This design comes from an exercise in tuning for a short achievable clock period and few clock cycles on the open sky130 flow, not from production work. Function was checked by simulation only, so behaviour that the tests miss may differ from the original. No activity file was given, so power comes from the tool's default toggle rates.

==> flow/design.v <==
localparam logic [3:0] ALU_ADD = 4'd0;
localparam logic [3:0] ALU_SUB = 4'd1;
localparam logic [3:0] ALU_AND = 4'd2;
localparam logic [3:0] ALU_OR  = 4'd3;
localparam logic [3:0] ALU_XOR = 4'd4;
localparam logic [3:0] ALU_SLT = 4'd5;
localparam logic [3:0] ALU_SLL = 4'd6;
localparam logic [3:0] ALU_SRL = 4'd7;
localparam logic [3:0] ALU_EQ  = 4'd8;
localparam logic [3:0] ALU_NE  = 4'd9;
localparam logic [3:0] ALU_LT  = 4'd10;
localparam logic [1:0] WB_ALU = 2'd0;
localparam logic [1:0] WB_MEM = 2'd1;
localparam logic [1:0] WB_IMM = 2'd2;
localparam logic [1:0] RUN   = 2'd0;
localparam logic [1:0] WAIT1 = 2'd1;
localparam logic [1:0] WAIT2 = 2'd2;
`timescale 1ns/10ps
module rv_fetch (
    input  logic        clk_cpu_i,
    input  logic        arst_n_i,
    input  logic [31:0] irom_inst_i,
    input  logic [31:0] next_pc_i,
    output logic [31:0] irom_addr_o,
    output logic        id_valid_o,
    output logic [31:0] id_pc_o,
    output logic [31:0] id_inst_o
);
localparam logic [3:0] ALU_ADD = 4'd0;
localparam logic [3:0] ALU_SUB = 4'd1;
localparam logic [3:0] ALU_AND = 4'd2;
localparam logic [3:0] ALU_OR  = 4'd3;
localparam logic [3:0] ALU_XOR = 4'd4;
localparam logic [3:0] ALU_SLT = 4'd5;
localparam logic [3:0] ALU_SLL = 4'd6;
localparam logic [3:0] ALU_SRL = 4'd7;
localparam logic [3:0] ALU_EQ  = 4'd8;
localparam logic [3:0] ALU_NE  = 4'd9;
localparam logic [3:0] ALU_LT  = 4'd10;
localparam logic [1:0] WB_ALU = 2'd0;
localparam logic [1:0] WB_MEM = 2'd1;
localparam logic [1:0] WB_IMM = 2'd2;
localparam logic [1:0] RUN   = 2'd0;
localparam logic [1:0] WAIT1 = 2'd1;
localparam logic [1:0] WAIT2 = 2'd2;
    logic [1:0]  state_q;
    logic [1:0]  state_d;
    logic [31:0] pc_q;
    logic [31:0] pc_d;
    logic        fetched_branch;
    assign fetched_branch = (irom_inst_i[6:0] == 7'b1100011);
    assign irom_addr_o    = pc_q;
    always_comb begin
        state_d = state_q;
        pc_d    = pc_q + 32'd4;
        case (state_q)
            RUN: begin
                if (fetched_branch) begin
                    state_d = WAIT1;
                    pc_d    = pc_q;
                end
            end
            WAIT1: begin
                state_d = WAIT2;
                pc_d    = pc_q;
            end
            WAIT2: begin
                state_d = RUN;
                pc_d    = next_pc_i;
            end
            default: begin
                state_d = RUN;
                pc_d    = pc_q;
            end
        endcase
    end
    always_ff @(posedge clk_cpu_i or negedge arst_n_i) begin
        if (!arst_n_i) begin
            state_q    <= RUN;
            pc_q       <= 32'h0000_0000;
            id_valid_o <= 1'b0;
        end else begin
            state_q    <= state_d;
            pc_q       <= pc_d;
            id_valid_o <= (state_q == RUN);
        end
    end
    always_ff @(posedge clk_cpu_i) begin
        id_pc_o   <= pc_q;
        id_inst_o <= irom_inst_i;
    end
endmodule
`timescale 1ns/10ps
module rv_decode (
    input  logic        clk_cpu_i,
    input  logic        arst_n_i,
    input  logic        id_valid_i,
    input  logic [31:0] id_pc_i,
    input  logic [31:0] id_inst_i,
    input  logic        wb_valid_i,
    input  logic        wb_rf_we_i,
    input  logic [4:0]  wb_rd_idx_i,
    input  logic [31:0] wb_data_i,
    output logic        ex_valid_o,
    output logic [31:0] ex_pc_o,
    output logic [31:0] ex_rs1_val_o,
    output logic [31:0] ex_rs2_val_o,
    output logic [31:0] ex_imm_o,
    output logic [4:0]  ex_rs1_idx_o,
    output logic [4:0]  ex_rs2_idx_o,
    output logic [4:0]  ex_rd_idx_o,
    output logic [3:0]  ex_alu_op_o,
    output logic        ex_a_is_pc_zero_o,
    output logic        ex_b_is_imm_o,
    output logic        ex_is_branch_o,
    output logic        ex_mem_we_o,
    output logic        ex_rf_we_o,
    output logic [1:0]  ex_wb_sel_o
);
localparam logic [3:0] ALU_ADD = 4'd0;
localparam logic [3:0] ALU_SUB = 4'd1;
localparam logic [3:0] ALU_AND = 4'd2;
localparam logic [3:0] ALU_OR  = 4'd3;
localparam logic [3:0] ALU_XOR = 4'd4;
localparam logic [3:0] ALU_SLT = 4'd5;
localparam logic [3:0] ALU_SLL = 4'd6;
localparam logic [3:0] ALU_SRL = 4'd7;
localparam logic [3:0] ALU_EQ  = 4'd8;
localparam logic [3:0] ALU_NE  = 4'd9;
localparam logic [3:0] ALU_LT  = 4'd10;
localparam logic [1:0] WB_ALU = 2'd0;
localparam logic [1:0] WB_MEM = 2'd1;
localparam logic [1:0] WB_IMM = 2'd2;
localparam logic [1:0] RUN   = 2'd0;
localparam logic [1:0] WAIT1 = 2'd1;
localparam logic [1:0] WAIT2 = 2'd2;
    logic [6:0]  opcode;
    logic [2:0]  funct3;
    logic [4:0]  rs1;
    logic [4:0]  rs2;
    logic [4:0]  rd;
    logic [31:0] imm;
    logic [3:0]  alu_op;
    logic [1:0]  wb_sel;
    logic        a_zero;
    logic        b_imm;
    logic        is_branch;
    logic        mem_we;
    logic        rf_we;
    logic [31:0] rs1_val;
    logic [31:0] rs2_val;
    logic [31:0] regs [32];
    logic [3:0]  op_alu_fn;
    logic [3:0]  imm_alu_fn;
    assign opcode = id_inst_i[6:0];
    assign funct3 = id_inst_i[14:12];
    assign rd     = id_inst_i[11:7];
    assign rs1    = id_inst_i[19:15];
    assign rs2    = id_inst_i[24:20];
    always_comb begin
        case (funct3)
            3'b000:  op_alu_fn = id_inst_i[30] ? ALU_SUB : ALU_ADD;
            3'b001:  op_alu_fn = ALU_SLL;
            3'b010:  op_alu_fn = ALU_SLT;
            3'b100:  op_alu_fn = ALU_XOR;
            3'b101:  op_alu_fn = ALU_SRL;
            3'b110:  op_alu_fn = ALU_OR;
            3'b111:  op_alu_fn = ALU_AND;
            default: op_alu_fn = ALU_ADD;
        endcase
        imm_alu_fn = (funct3 == 3'b000) ? ALU_ADD : op_alu_fn;
    end
    always_comb begin
        alu_op    = ALU_ADD;
        wb_sel    = WB_ALU;
        a_zero    = 1'b0;
        b_imm     = 1'b0;
        is_branch = 1'b0;
        mem_we    = 1'b0;
        rf_we     = 1'b0;
        imm       = {{20{id_inst_i[31]}}, id_inst_i[31:20]};
        case (opcode)
            7'b0110011: begin
                rf_we  = 1'b1;
                alu_op = op_alu_fn;
            end
            7'b0010011: begin
                rf_we  = 1'b1;
                b_imm  = 1'b1;
                alu_op = imm_alu_fn;
            end
            7'b0110111: begin
                rf_we  = 1'b1;
                a_zero = 1'b1;
                b_imm  = 1'b1;
                wb_sel = WB_IMM;
                imm    = {id_inst_i[31:12], 12'h000};
            end
            7'b0000011: begin
                rf_we  = 1'b1;
                b_imm  = 1'b1;
                wb_sel = WB_MEM;
            end
            7'b0100011: begin
                mem_we = 1'b1;
                b_imm  = 1'b1;
                imm    = {{20{id_inst_i[31]}}, id_inst_i[31:25], id_inst_i[11:7]};
            end
            7'b1100011: begin
                is_branch = 1'b1;
                imm = {{20{id_inst_i[31]}}, id_inst_i[7], id_inst_i[30:25],
                       id_inst_i[11:8], 1'b0};
                case (funct3)
                    3'b000:  alu_op = ALU_EQ;
                    3'b001:  alu_op = ALU_NE;
                    default: alu_op = ALU_LT;
                endcase
            end
            default: ;
        endcase
    end
    always_comb begin
        if (rs1 == 5'd0) begin
            rs1_val = '0;
        end else if (wb_valid_i && wb_rf_we_i && wb_rd_idx_i == rs1) begin
            rs1_val = wb_data_i;
        end else begin
            rs1_val = regs[rs1];
        end
        if (rs2 == 5'd0) begin
            rs2_val = '0;
        end else if (wb_valid_i && wb_rf_we_i && wb_rd_idx_i == rs2) begin
            rs2_val = wb_data_i;
        end else begin
            rs2_val = regs[rs2];
        end
    end
    always_ff @(posedge clk_cpu_i) begin
        if (wb_valid_i && wb_rf_we_i && wb_rd_idx_i != 5'd0) begin
            regs[wb_rd_idx_i] <= wb_data_i;
        end
    end
    always_ff @(posedge clk_cpu_i or negedge arst_n_i) begin
        if (!arst_n_i) begin
            ex_valid_o     <= 1'b0;
            ex_rf_we_o     <= 1'b0;
            ex_mem_we_o    <= 1'b0;
            ex_is_branch_o <= 1'b0;
        end else begin
            ex_valid_o     <= id_valid_i;
            ex_rf_we_o     <= rf_we & id_valid_i;
            ex_mem_we_o    <= mem_we & id_valid_i;
            ex_is_branch_o <= is_branch & id_valid_i;
        end
    end
    always_ff @(posedge clk_cpu_i) begin
        ex_pc_o           <= id_pc_i;
        ex_rs1_val_o      <= rs1_val;
        ex_rs2_val_o      <= rs2_val;
        ex_imm_o          <= imm;
        ex_rs1_idx_o      <= rs1;
        ex_rs2_idx_o      <= rs2;
        ex_rd_idx_o       <= rd;
        ex_alu_op_o       <= alu_op;
        ex_a_is_pc_zero_o <= a_zero;
        ex_b_is_imm_o     <= b_imm;
        ex_wb_sel_o       <= wb_sel;
    end
endmodule
`timescale 1ns/10ps
module rv_execute (
    input  logic        clk_cpu_i,
    input  logic        arst_n_i,
    input  logic        ex_valid_i,
    input  logic [31:0] ex_pc_i,
    input  logic [31:0] ex_rs1_val_i,
    input  logic [31:0] ex_rs2_val_i,
    input  logic [31:0] ex_imm_i,
    input  logic [4:0]  ex_rs1_idx_i,
    input  logic [4:0]  ex_rs2_idx_i,
    input  logic [4:0]  ex_rd_idx_i,
    input  logic [3:0]  ex_alu_op_i,
    input  logic        ex_a_is_pc_zero_i,
    input  logic        ex_b_is_imm_i,
    input  logic        ex_is_branch_i,
    input  logic        ex_mem_we_i,
    input  logic        ex_rf_we_i,
    input  logic [1:0]  ex_wb_sel_i,
    output logic        mem_valid_o,
    output logic [31:0] mem_pc_o,
    output logic [31:0] mem_alu_res_o,
    output logic [31:0] mem_store_data_o,
    output logic [31:0] mem_imm_o,
    output logic [4:0]  mem_rd_idx_o,
    output logic        mem_mem_we_o,
    output logic        mem_rf_we_o,
    output logic [1:0]  mem_wb_sel_o,
    input  logic [31:0] mem_result_i,
    input  logic        wb_rf_we_i,
    input  logic [4:0]  wb_rd_idx_i,
    input  logic [31:0] wb_data_i,
    output logic [31:0] next_pc_o
);
localparam logic [3:0] ALU_ADD = 4'd0;
localparam logic [3:0] ALU_SUB = 4'd1;
localparam logic [3:0] ALU_AND = 4'd2;
localparam logic [3:0] ALU_OR  = 4'd3;
localparam logic [3:0] ALU_XOR = 4'd4;
localparam logic [3:0] ALU_SLT = 4'd5;
localparam logic [3:0] ALU_SLL = 4'd6;
localparam logic [3:0] ALU_SRL = 4'd7;
localparam logic [3:0] ALU_EQ  = 4'd8;
localparam logic [3:0] ALU_NE  = 4'd9;
localparam logic [3:0] ALU_LT  = 4'd10;
localparam logic [1:0] WB_ALU = 2'd0;
localparam logic [1:0] WB_MEM = 2'd1;
localparam logic [1:0] WB_IMM = 2'd2;
localparam logic [1:0] RUN   = 2'd0;
localparam logic [1:0] WAIT1 = 2'd1;
localparam logic [1:0] WAIT2 = 2'd2;
    logic [31:0] fwd_rs1;
    logic [31:0] fwd_rs2;
    logic [31:0] op_a;
    logic [31:0] op_b;
    logic [31:0] alu_res;
    logic        lt;
    logic        cmp;
    always_comb begin
        if (mem_rf_we_o && mem_rd_idx_o != 5'd0 && mem_rd_idx_o == ex_rs1_idx_i) begin
            fwd_rs1 = mem_result_i;
        end else if (wb_rf_we_i && wb_rd_idx_i != 5'd0 && wb_rd_idx_i == ex_rs1_idx_i) begin
            fwd_rs1 = wb_data_i;
        end else begin
            fwd_rs1 = ex_rs1_val_i;
        end
        if (mem_rf_we_o && mem_rd_idx_o != 5'd0 && mem_rd_idx_o == ex_rs2_idx_i) begin
            fwd_rs2 = mem_result_i;
        end else if (wb_rf_we_i && wb_rd_idx_i != 5'd0 && wb_rd_idx_i == ex_rs2_idx_i) begin
            fwd_rs2 = wb_data_i;
        end else begin
            fwd_rs2 = ex_rs2_val_i;
        end
    end
    assign op_a = ex_a_is_pc_zero_i ? '0 : fwd_rs1;
    assign op_b = ex_b_is_imm_i ? ex_imm_i : fwd_rs2;
    assign lt = $signed(op_a) < $signed(op_b);
    always_comb begin
        case (ex_alu_op_i)
            ALU_EQ:  cmp = (op_a == op_b);
            ALU_NE:  cmp = (op_a != op_b);
            default: cmp = lt;
        endcase
    end
    always_comb begin
        case (ex_alu_op_i)
            ALU_ADD: alu_res = op_a + op_b;
            ALU_SUB: alu_res = op_a - op_b;
            ALU_AND: alu_res = op_a & op_b;
            ALU_OR:  alu_res = op_a | op_b;
            ALU_XOR: alu_res = op_a ^ op_b;
            ALU_SLT: alu_res = {31'd0, lt};
            ALU_SLL: alu_res = op_a << op_b[4:0];
            ALU_SRL: alu_res = op_a >> op_b[4:0];
            default: alu_res = {31'd0, cmp};
        endcase
    end
    assign next_pc_o = (ex_valid_i && ex_is_branch_i && cmp) ? ex_pc_i + ex_imm_i
                                                             : ex_pc_i + 32'd4;
    always_ff @(posedge clk_cpu_i or negedge arst_n_i) begin
        if (!arst_n_i) begin
            mem_valid_o  <= 1'b0;
            mem_rf_we_o  <= 1'b0;
            mem_mem_we_o <= 1'b0;
        end else begin
            mem_valid_o  <= ex_valid_i;
            mem_rf_we_o  <= ex_rf_we_i;
            mem_mem_we_o <= ex_mem_we_i;
        end
    end
    always_ff @(posedge clk_cpu_i) begin
        mem_pc_o         <= ex_pc_i;
        mem_alu_res_o    <= alu_res;
        mem_store_data_o <= fwd_rs2;
        mem_imm_o        <= ex_imm_i;
        mem_rd_idx_o     <= ex_rd_idx_i;
        mem_wb_sel_o     <= ex_wb_sel_i;
    end
endmodule
`timescale 1ns/10ps
module rv_mem_wb (
    input  logic        clk_cpu_i,
    input  logic        arst_n_i,
    input  logic [31:0] dram_rdata_i,
    input  logic        mem_valid_i,
    input  logic [31:0] mem_pc_i,
    input  logic [31:0] mem_alu_res_i,
    input  logic [31:0] mem_store_data_i,
    input  logic [31:0] mem_imm_i,
    input  logic [4:0]  mem_rd_idx_i,
    input  logic        mem_mem_we_i,
    input  logic        mem_rf_we_i,
    input  logic [1:0]  mem_wb_sel_i,
    output logic [31:0] mem_result_o,
    output logic        wb_valid_o,
    output logic [31:0] wb_pc_o,
    output logic        wb_rf_we_o,
    output logic [4:0]  wb_rd_idx_o,
    output logic [31:0] wb_data_o,
    output logic [31:0] dram_addr_o,
    output logic [31:0] dram_wdata_o,
    output logic        dram_we_o,
    output logic        dram_re_o
);
localparam logic [3:0] ALU_ADD = 4'd0;
localparam logic [3:0] ALU_SUB = 4'd1;
localparam logic [3:0] ALU_AND = 4'd2;
localparam logic [3:0] ALU_OR  = 4'd3;
localparam logic [3:0] ALU_XOR = 4'd4;
localparam logic [3:0] ALU_SLT = 4'd5;
localparam logic [3:0] ALU_SLL = 4'd6;
localparam logic [3:0] ALU_SRL = 4'd7;
localparam logic [3:0] ALU_EQ  = 4'd8;
localparam logic [3:0] ALU_NE  = 4'd9;
localparam logic [3:0] ALU_LT  = 4'd10;
localparam logic [1:0] WB_ALU = 2'd0;
localparam logic [1:0] WB_MEM = 2'd1;
localparam logic [1:0] WB_IMM = 2'd2;
localparam logic [1:0] RUN   = 2'd0;
localparam logic [1:0] WAIT1 = 2'd1;
localparam logic [1:0] WAIT2 = 2'd2;
    assign dram_addr_o  = mem_alu_res_i;
    assign dram_wdata_o = mem_store_data_i;
    assign dram_we_o    = mem_mem_we_i;
    assign dram_re_o    = mem_rf_we_i && (mem_wb_sel_i == WB_MEM);
    always_comb begin
        case (mem_wb_sel_i)
            WB_MEM:  mem_result_o = dram_rdata_i;
            WB_IMM:  mem_result_o = mem_imm_i;
            default: mem_result_o = mem_alu_res_i;
        endcase
    end
    always_ff @(posedge clk_cpu_i or negedge arst_n_i) begin
        if (!arst_n_i) begin
            wb_valid_o <= 1'b0;
            wb_rf_we_o <= 1'b0;
        end else begin
            wb_valid_o <= mem_valid_i;
            wb_rf_we_o <= mem_rf_we_i;
        end
    end
    always_ff @(posedge clk_cpu_i) begin
        wb_pc_o     <= mem_pc_i;
        wb_rd_idx_o <= mem_rd_idx_i;
        wb_data_o   <= mem_result_o;
    end
endmodule
`timescale 1ns/10ps
module rv_core (
    input  logic        clk_cpu_i,
    input  logic        arst_n_i,
    input  logic [31:0] irom_inst_i,
    input  logic [31:0] dram_rdata_i,
    output logic [31:0] irom_addr_o,
    output logic [31:0] dram_addr_o,
    output logic [31:0] dram_wdata_o,
    output logic        dram_we_o,
    output logic        dram_re_o,
    output logic        debug_wb_have_inst_o,
    output logic [31:0] debug_wb_pc_o,
    output logic        debug_wb_ena_o,
    output logic [4:0]  debug_wb_reg_o,
    output logic [31:0] debug_wb_value_o
);
    logic        if_id_valid;
    logic [31:0] if_id_pc;
    logic [31:0] if_id_inst;
    logic [31:0] next_pc;
    logic        id_ex_valid;
    logic [31:0] id_ex_pc;
    logic [31:0] id_ex_rs1_val;
    logic [31:0] id_ex_rs2_val;
    logic [31:0] id_ex_imm;
    logic [4:0]  id_ex_rs1_idx;
    logic [4:0]  id_ex_rs2_idx;
    logic [4:0]  id_ex_rd_idx;
    logic [3:0]  id_ex_alu_op;
    logic        id_ex_a_is_pc_zero;
    logic        id_ex_b_is_imm;
    logic        id_ex_is_branch;
    logic        id_ex_mem_we;
    logic        id_ex_rf_we;
    logic [1:0]  id_ex_wb_sel;
    logic        ex_mem_valid;
    logic [31:0] ex_mem_pc;
    logic [31:0] ex_mem_alu_res;
    logic [31:0] ex_mem_store_data;
    logic [31:0] ex_mem_imm;
    logic [4:0]  ex_mem_rd_idx;
    logic        ex_mem_mem_we;
    logic        ex_mem_rf_we;
    logic [1:0]  ex_mem_wb_sel;
    logic [31:0] ex_mem_mem_result;
    logic        wb_valid;
    logic [31:0] wb_pc;
    logic        wb_rf_we;
    logic [4:0]  wb_rd_idx;
    logic [31:0] wb_data;
    rv_fetch u_fetch_0 (
        .clk_cpu_i   (clk_cpu_i),
        .arst_n_i    (arst_n_i),
        .irom_inst_i (irom_inst_i),
        .next_pc_i   (next_pc),
        .irom_addr_o (irom_addr_o),
        .id_valid_o  (if_id_valid),
        .id_pc_o     (if_id_pc),
        .id_inst_o   (if_id_inst)
    );
    rv_decode u_decode_0 (
        .clk_cpu_i         (clk_cpu_i),
        .arst_n_i          (arst_n_i),
        .id_valid_i        (if_id_valid),
        .id_pc_i           (if_id_pc),
        .id_inst_i         (if_id_inst),
        .wb_valid_i        (wb_valid),
        .wb_rf_we_i        (wb_rf_we),
        .wb_rd_idx_i       (wb_rd_idx),
        .wb_data_i         (wb_data),
        .ex_valid_o        (id_ex_valid),
        .ex_pc_o           (id_ex_pc),
        .ex_rs1_val_o      (id_ex_rs1_val),
        .ex_rs2_val_o      (id_ex_rs2_val),
        .ex_imm_o          (id_ex_imm),
        .ex_rs1_idx_o      (id_ex_rs1_idx),
        .ex_rs2_idx_o      (id_ex_rs2_idx),
        .ex_rd_idx_o       (id_ex_rd_idx),
        .ex_alu_op_o       (id_ex_alu_op),
        .ex_a_is_pc_zero_o (id_ex_a_is_pc_zero),
        .ex_b_is_imm_o     (id_ex_b_is_imm),
        .ex_is_branch_o    (id_ex_is_branch),
        .ex_mem_we_o       (id_ex_mem_we),
        .ex_rf_we_o        (id_ex_rf_we),
        .ex_wb_sel_o       (id_ex_wb_sel)
    );
    rv_execute u_execute_0 (
        .clk_cpu_i         (clk_cpu_i),
        .arst_n_i          (arst_n_i),
        .ex_valid_i        (id_ex_valid),
        .ex_pc_i           (id_ex_pc),
        .ex_rs1_val_i      (id_ex_rs1_val),
        .ex_rs2_val_i      (id_ex_rs2_val),
        .ex_imm_i          (id_ex_imm),
        .ex_rs1_idx_i      (id_ex_rs1_idx),
        .ex_rs2_idx_i      (id_ex_rs2_idx),
        .ex_rd_idx_i       (id_ex_rd_idx),
        .ex_alu_op_i       (id_ex_alu_op),
        .ex_a_is_pc_zero_i (id_ex_a_is_pc_zero),
        .ex_b_is_imm_i     (id_ex_b_is_imm),
        .ex_is_branch_i    (id_ex_is_branch),
        .ex_mem_we_i       (id_ex_mem_we),
        .ex_rf_we_i        (id_ex_rf_we),
        .ex_wb_sel_i       (id_ex_wb_sel),
        .mem_valid_o       (ex_mem_valid),
        .mem_pc_o          (ex_mem_pc),
        .mem_alu_res_o     (ex_mem_alu_res),
        .mem_store_data_o  (ex_mem_store_data),
        .mem_imm_o         (ex_mem_imm),
        .mem_rd_idx_o      (ex_mem_rd_idx),
        .mem_mem_we_o      (ex_mem_mem_we),
        .mem_rf_we_o       (ex_mem_rf_we),
        .mem_wb_sel_o      (ex_mem_wb_sel),
        .mem_result_i      (ex_mem_mem_result),
        .wb_rf_we_i        (wb_rf_we),
        .wb_rd_idx_i       (wb_rd_idx),
        .wb_data_i         (wb_data),
        .next_pc_o         (next_pc)
    );
    rv_mem_wb u_mem_wb_0 (
        .clk_cpu_i        (clk_cpu_i),
        .arst_n_i         (arst_n_i),
        .dram_rdata_i     (dram_rdata_i),
        .mem_valid_i      (ex_mem_valid),
        .mem_pc_i         (ex_mem_pc),
        .mem_alu_res_i    (ex_mem_alu_res),
        .mem_store_data_i (ex_mem_store_data),
        .mem_imm_i        (ex_mem_imm),
        .mem_rd_idx_i     (ex_mem_rd_idx),
        .mem_mem_we_i     (ex_mem_mem_we),
        .mem_rf_we_i      (ex_mem_rf_we),
        .mem_wb_sel_i     (ex_mem_wb_sel),
        .mem_result_o     (ex_mem_mem_result),
        .wb_valid_o       (wb_valid),
        .wb_pc_o          (wb_pc),
        .wb_rf_we_o       (wb_rf_we),
        .wb_rd_idx_o      (wb_rd_idx),
        .wb_data_o        (wb_data),
        .dram_addr_o      (dram_addr_o),
        .dram_wdata_o     (dram_wdata_o),
        .dram_we_o        (dram_we_o),
        .dram_re_o        (dram_re_o)
    );
    assign debug_wb_have_inst_o = wb_valid;
    assign debug_wb_pc_o        = wb_pc;
    assign debug_wb_ena_o       = wb_rf_we;
    assign debug_wb_reg_o       = wb_rd_idx;
    assign debug_wb_value_o     = wb_data;
endmodule
==> flow/run.sh <==
#!/bin/bash
# synth_recipe.tcl (not shown) runs the flow's synth.tcl, then flattens the netlist and writes it again
# the make line also repeats each setting of config.mk as NAME=value (left out here)
make -C /OpenROAD-flow-scripts/flow DESIGN_CONFIG=/design/flow/config.mk WORK_HOME=/design/flow/orfs CLKGATE_MAP_FILE= SYNTH_SCRIPT=/design/flow/synth_recipe.tcl finish
==> flow/config.mk <==
export PLATFORM = sky130hd
export DESIGN_NAME = rv_core
export DESIGN_NICKNAME = rv_core
export VERILOG_FILES = /design/flow/design.v
export SDC_FILE = /design/flow/constraint.sdc
export NUM_CORES = 4
export LEC_CHECK = 0
export CAP_MARGIN = 20
export CORE_MARGIN = 2
export CORE_UTILIZATION = 40
export SLEW_MARGIN = 20
==> flow/constraint.sdc <==
create_clock -name core_clock -period 7.5 [get_ports {clk_cpu_i}]
set_input_delay 1.5000 -clock core_clock [delete_from_list [all_inputs] [get_ports {clk_cpu_i}]]
set_output_delay 1.5000 -clock core_clock [all_outputs]
set_load 0.01 [all_outputs]
==> run summary <==
## state kept, by name, summed over array words and instances, names as in the netlist, 4 cells and up
register,cells
u_fetch_0.id_inst_o,32
u_fetch_0.pc_q,32
u_mem_wb_0.wb_data_o,32
u_execute_0.mem_pc_o,32
u_decode_0.ex_rs1_val_o,32
u_execute_0.mem_alu_res_o,32
u_execute_0.mem_rd_idx_o,5
u_decode_0.ex_imm_o,32
u_decode_0.regs,1024
u_mem_wb_0.wb_rd_idx_o,5
u_decode_0.ex_rs1_idx_o,5
u_decode_0.ex_rd_idx_o,5
u_decode_0.ex_alu_op_o,4
u_execute_0.mem_store_data_o,32
u_execute_0.mem_imm_o,32
u_decode_0.ex_rs2_val_o,32
u_mem_wb_0.wb_pc_o,32
u_decode_0.ex_rs2_idx_o,5
u_fetch_0.id_pc_o,32
u_decode_0.ex_pc_o,32
## path summary, 6_finish.rpt
kind / start / end / slack (ps) / depth (start not counted)
max: u_mem_wb_0.wb_rd_idx_o[3] / u_fetch_0.pc_q[27] / 790 / 22
min: u_fetch_0.id_pc_o[30] / u_decode_0.ex_pc_o[30] / 320 / 0
max reg2reg: u_mem_wb_0.wb_rd_idx_o[3] / u_fetch_0.pc_q[27] / 790 / 22
min reg2reg: u_fetch_0.id_pc_o[30] / u_decode_0.ex_pc_o[30] / 320 / 0
max in group asynchronous: arst_n_i / u_execute_0.mem_rf_we_o / 6330 / 1
min in group asynchronous: arst_n_i / u_fetch_0.pc_q[24] / 700 / 1
## critical path: stages, from the launching register on
cell and delay (ps):
sky130_fd_sc_hd__dfxtp_1 300, sky130_fd_sc_hd__buf_4 190, sky130_fd_sc_hd__or3_1 460, sky130_fd_sc_hd__o311ai_2 130, sky130_fd_sc_hd__buf_4 230, sky130_fd_sc_hd__nor2_4 640
sky130_fd_sc_hd__buf_4 310, sky130_fd_sc_hd__buf_4 190, sky130_fd_sc_hd__mux2i_1 180, sky130_fd_sc_hd__o21ai_0 120, sky130_fd_sc_hd__mux2_2 290, sky130_fd_sc_hd__ha_1 480
sky130_fd_sc_hd__nor3_1 490, sky130_fd_sc_hd__nand2_1 260, sky130_fd_sc_hd__or3_1 440, sky130_fd_sc_hd__or4_1 530, sky130_fd_sc_hd__nand3_2 110, sky130_fd_sc_hd__nand4_4 140
sky130_fd_sc_hd__nor2_4 300, sky130_fd_sc_hd__buf_4 330, sky130_fd_sc_hd__nor2_1 90, sky130_fd_sc_hd__a311oi_1 250, sky130_fd_sc_hd__a21oi_1 60
## through the flow
step | hold WS, ps | area, um^2
floorplan | 310 | 72300
global placement | 310 | 78600
detailed placement | 312 | 78600
CTS | 319 | 83800
global route | 324 | 83900
finish | 316 | 83900
## power groups by stage
stage,clock [mW],sequential (mW),combinational [mW]
6_report,7.94,10.6,5.96
5_1_grt,8.36,10.7,6.29
4_1_cts,8.05,10.6,5.85
3_5_place_dp,0,10.8,5.82
3_3_place_gp,0,10.8,5.82
2_1_floorplan,0,11.1,2.52
## routing by layer
layer / vias up / share of wire, % / GRT usage (%)
met1: 25700 / 40 / 37.2
met2: 2611 / 47 / 45.0
met5: - / 0.038 / 0
met4: 16 / 4.6 / 12.6
met3: 544 / 8.8 / 5.50
li1: 20900 / - / -
## cells by family after synthesis
kind of cell / share of synthesized area, %
and+or+nand+nor: 6.13
adders and majority gates: 2.39
xor gates and xnor gates: 1.54
other: 0.00519
AOI/OAI and AO/OA: 9.71
muxes: 21.8
DFF: 55.7
buffers and inverters: 2.69
## layout make-up
type | count | area (um^2)
Antenna cell | 13 | 32.5
Clock buffer | 210 | 4430
Clock inverter | 86 | 821
Fill cell | 15600 | 94900
Inverter | 121 | 454
Multi-Input combinational cell | 3186 | 30500
Sequential cell | 1486 | 40300
Tap cell | 2355 | 2950
Timing Repair Buffer | 490 | 4440
## cells in the final DEF, fill, tap and decap left out, drive strengths merged, types with 103 or more instances in the layout
cell           instances
nand3                103
nor2                 321
mux4                 539
nand2                320
inv                  133
clkdlybuf4s50        233
edfxtp              1024
mux2i                309
clkbuf               211
o21ai                236
buf                  256
ha                   133
dfxtp                418
a21oi                175
==> results_tabular.tex <==
\begin{tabular}{lr}
\hline
Metric & Value \\
\hline
\multicolumn{2}{l}{\textbf{Status}} \\
Outcome & timing/DRC/antenna clean \\
\multicolumn{2}{l}{\textbf{Yosys}} \\
Largest area contributor in the netlist & sky130\_fd\_sc\_hd\_\_edfxtp\_1 \\
Most instantiated cells after synthesis & sky130\_fd\_sc\_hd\_\_edfxtp\_1 (1024), sky130\_fd\_sc\_hd\_\_mux4\_2 (539), sky130\_fd\_sc\_hd\_\_dfxtp\_1 (418), sky130\_fd\_sc\_hd\_\_nand2\_1 (320), sky130\_fd\_sc\_hd\_\_nor2\_1 (318) \\
Number of synthesis warnings & 4 \\
Synth Instances & 5116 \\
Share of the yosys chip area belonging to registers & between 50 and 60\% \\
Largest cells by area after synthesis & sky130\_fd\_sc\_hd\_\_edfxtp\_1 (43\%), sky130\_fd\_sc\_hd\_\_mux4\_2 (17\%), sky130\_fd\_sc\_hd\_\_dfxtp\_1 (12\%) \\
Count of unique library cells instantiated by Yosys & between 90 and 100 \\
Cell area after synthesis & slightly above 70000 um\^{}2 \\
Number of enable flip-flop cells after synthesis & slightly above 1000 \\
Portion of synthesized cell area occupied by the leading cell type & 42.6\% \\
Async S/R FF share, synth & 2.96\% \\
Average instance area after synthesis & $\sim$14 um\^{}2 \\
Main synth FF type & sky130\_fd\_sc\_hd\_\_edfxtp\_1 \\
Count leader, synth & sky130\_fd\_sc\_hd\_\_edfxtp\_1 \\
Post-synthesis register bit count & 1486 \\
\multicolumn{2}{l}{\textbf{STA}} \\
Measured slew at the worst slew-check pin & between 1000 and 1500 ps \\
Worst clock skew & about 55 ps \\
Maximum achievable frequency & 149 MHz \\
Final clock period utilization by the worst path & a little under 90\% \\
\# setup viols final & 0 \\
Post-Route Setup TNS & 0 ps \\
Slew headroom & 16.9\% \\
Number of pins with negative max-slew slack in the final report & 0 \\
Final Critical Period & roughly 6700 ps \\
Final Hold Violating Endpoints & 0 \\
Final Worst Setup Slack & between 700 and 800 ps \\
Unrepaired setup endpoints after global routing & false \\
\multicolumn{2}{l}{\textbf{Clock network}} \\
Number of buffers on the longest clock path & 3 \\
Clock transition time at the flip-flop clock pins of the worst setup and hold paths & 60 ps \\
Number of buffers created by CTS & about 160 \\
Hold buffer count at cts & 0 \\
Post-CTS setup repair buffer count & 0 \\
H-tree lvl count & 4 \\
Total of cells resized after clock tree synthesis & 0 \\
Clock tree from TritonCTS & built \\
Clock sinks & between 1000 and 1500 \\
Clock tree root driver cell & sky130\_fd\_sc\_hd\_\_clkbuf\_16 \\
Clk Latency, worst-skew pair & just over 800 ps \\
\multicolumn{2}{l}{\textbf{Global routing}} \\
Vias in the first global route & between 40000 and 50000 \\
Total routing resource utilization after global routing & between 20\% and 30\% \\
Pin count of the biggest net entering global routing & 92 \\
Global-route wire length before repair & around 370000 um \\
Antenna violations before repair & 26 \\
Global-route congestion overflow total & 0 \\
\multicolumn{2}{l}{\textbf{Power}} \\
Internal power & 16.7 mW \\
Clock network fraction of total power & $\sim$32\% \\
Peak VDD IR & 0.163 mV \\
Total design power & 24.5 mW \\
Switching Fraction & between 30\% and 40\% \\
Switching power & roughly 7.8 mW \\
Leakage component of the power & $\sim$29 nW \\
Ratio of total power to cell area & 292 nW/um\^{}2 \\
Logic pwr share & 24.3\% \\
Sequential cell fraction of total power & $\sim$43\% \\
\multicolumn{2}{l}{\textbf{Floorplan}} \\
Core Area & roughly 180000 um\^{}2 \\
Height of the chip & approximately 430 um \\
Area enclosed by the die boundary & roughly 180000 um\^{}2 \\
Number of rows created at floorplan & about 160 \\
Initial core utilization & approximately two fifths \\
Die boundary width & 429 um \\
I/O Pins & between 200 and 250 \\
\multicolumn{2}{l}{\textbf{Route}} \\
Iter 0 DRT Violations & approximately 6500 \\
Post-DRT Antenna Nets & 0 \\
Via count & 49800 \\
Mean number of vias per cell & 6.26 \\
Total length of routed wires & $\sim$260000 um \\
Remaining design rule violation count & 0 \\
DRT Pass-1 Iters & 6 \\
Drt wl/cell & about 33 um \\
\multicolumn{2}{l}{\textbf{Placed design}} \\
Cell count after placement & 7637 \\
Weighted congestion reported at the end of routability-driven placement & slightly above 1 \\
HPWL after DPL & approximately 170000 um \\
Port-buffer cells & between 200 and 250 \\
Post-Place Setup Slack & roughly 550 ps \\
\multicolumn{2}{l}{\textbf{Cells and area}} \\
Cell Count, Final, Fillers Out & roughly 8000 \\
Fraction of final layout cells with drive strength greater than 1 & 21.2\% \\
Core Util, Final & a little under half \\
Number of nets in the layout & about 5600 \\
Growth of design area from synthesis to finish & 16.2\% \\
\multicolumn{2}{l}{\textbf{Setup path}} \\
Required time reported for the critical path endpoint & about 8200 ps \\
Endpoint class of the critical path & register \\
Arrival time at the worst endpoint & approximately 7400 ps \\
Class of the most critical setup path & register to register \\
Startpoint Class & register \\
Worst Path Max Fanout & 24 \\
\multicolumn{2}{l}{\textbf{Job}} \\
Maxcap violations & 0 \\
\multicolumn{2}{l}{\textbf{Min path}} \\
Tightest Hold Check Type & register to register \\
\hline
\end{tabular}
Testbench counts, summed over its fixed seeds: cycles 220,529.

[re-timing with driven ports]
The results above use ideal ports. As a check the final layout listed here was re-extracted and re-timed, cells and wires unchanged. Step 1, drivers: a clkbuf_16 drives clk_cpu_i and a buf_2 each remaining input, both assumed. Step 2 also shifts input and output timing later by t, the mid clock arrival at the registers, as if the neighbouring blocks saw the same clock. a / b / c = ideal / step 1 / step 2; a / b = the first two.
shift t [ns]: 0.892
setup WS [ns]: 0.786 / 0.786 / 0.333
hold slack, ns: 0.316 / 0.316 / 0.316
worst setup path after step 2: input to register
pins driven straight from the clock port: 1
After both steps this run still meets setup and hold. The setup slack of this run moves by 0.000 ns with the drivers and by -0.453 ns with both steps.
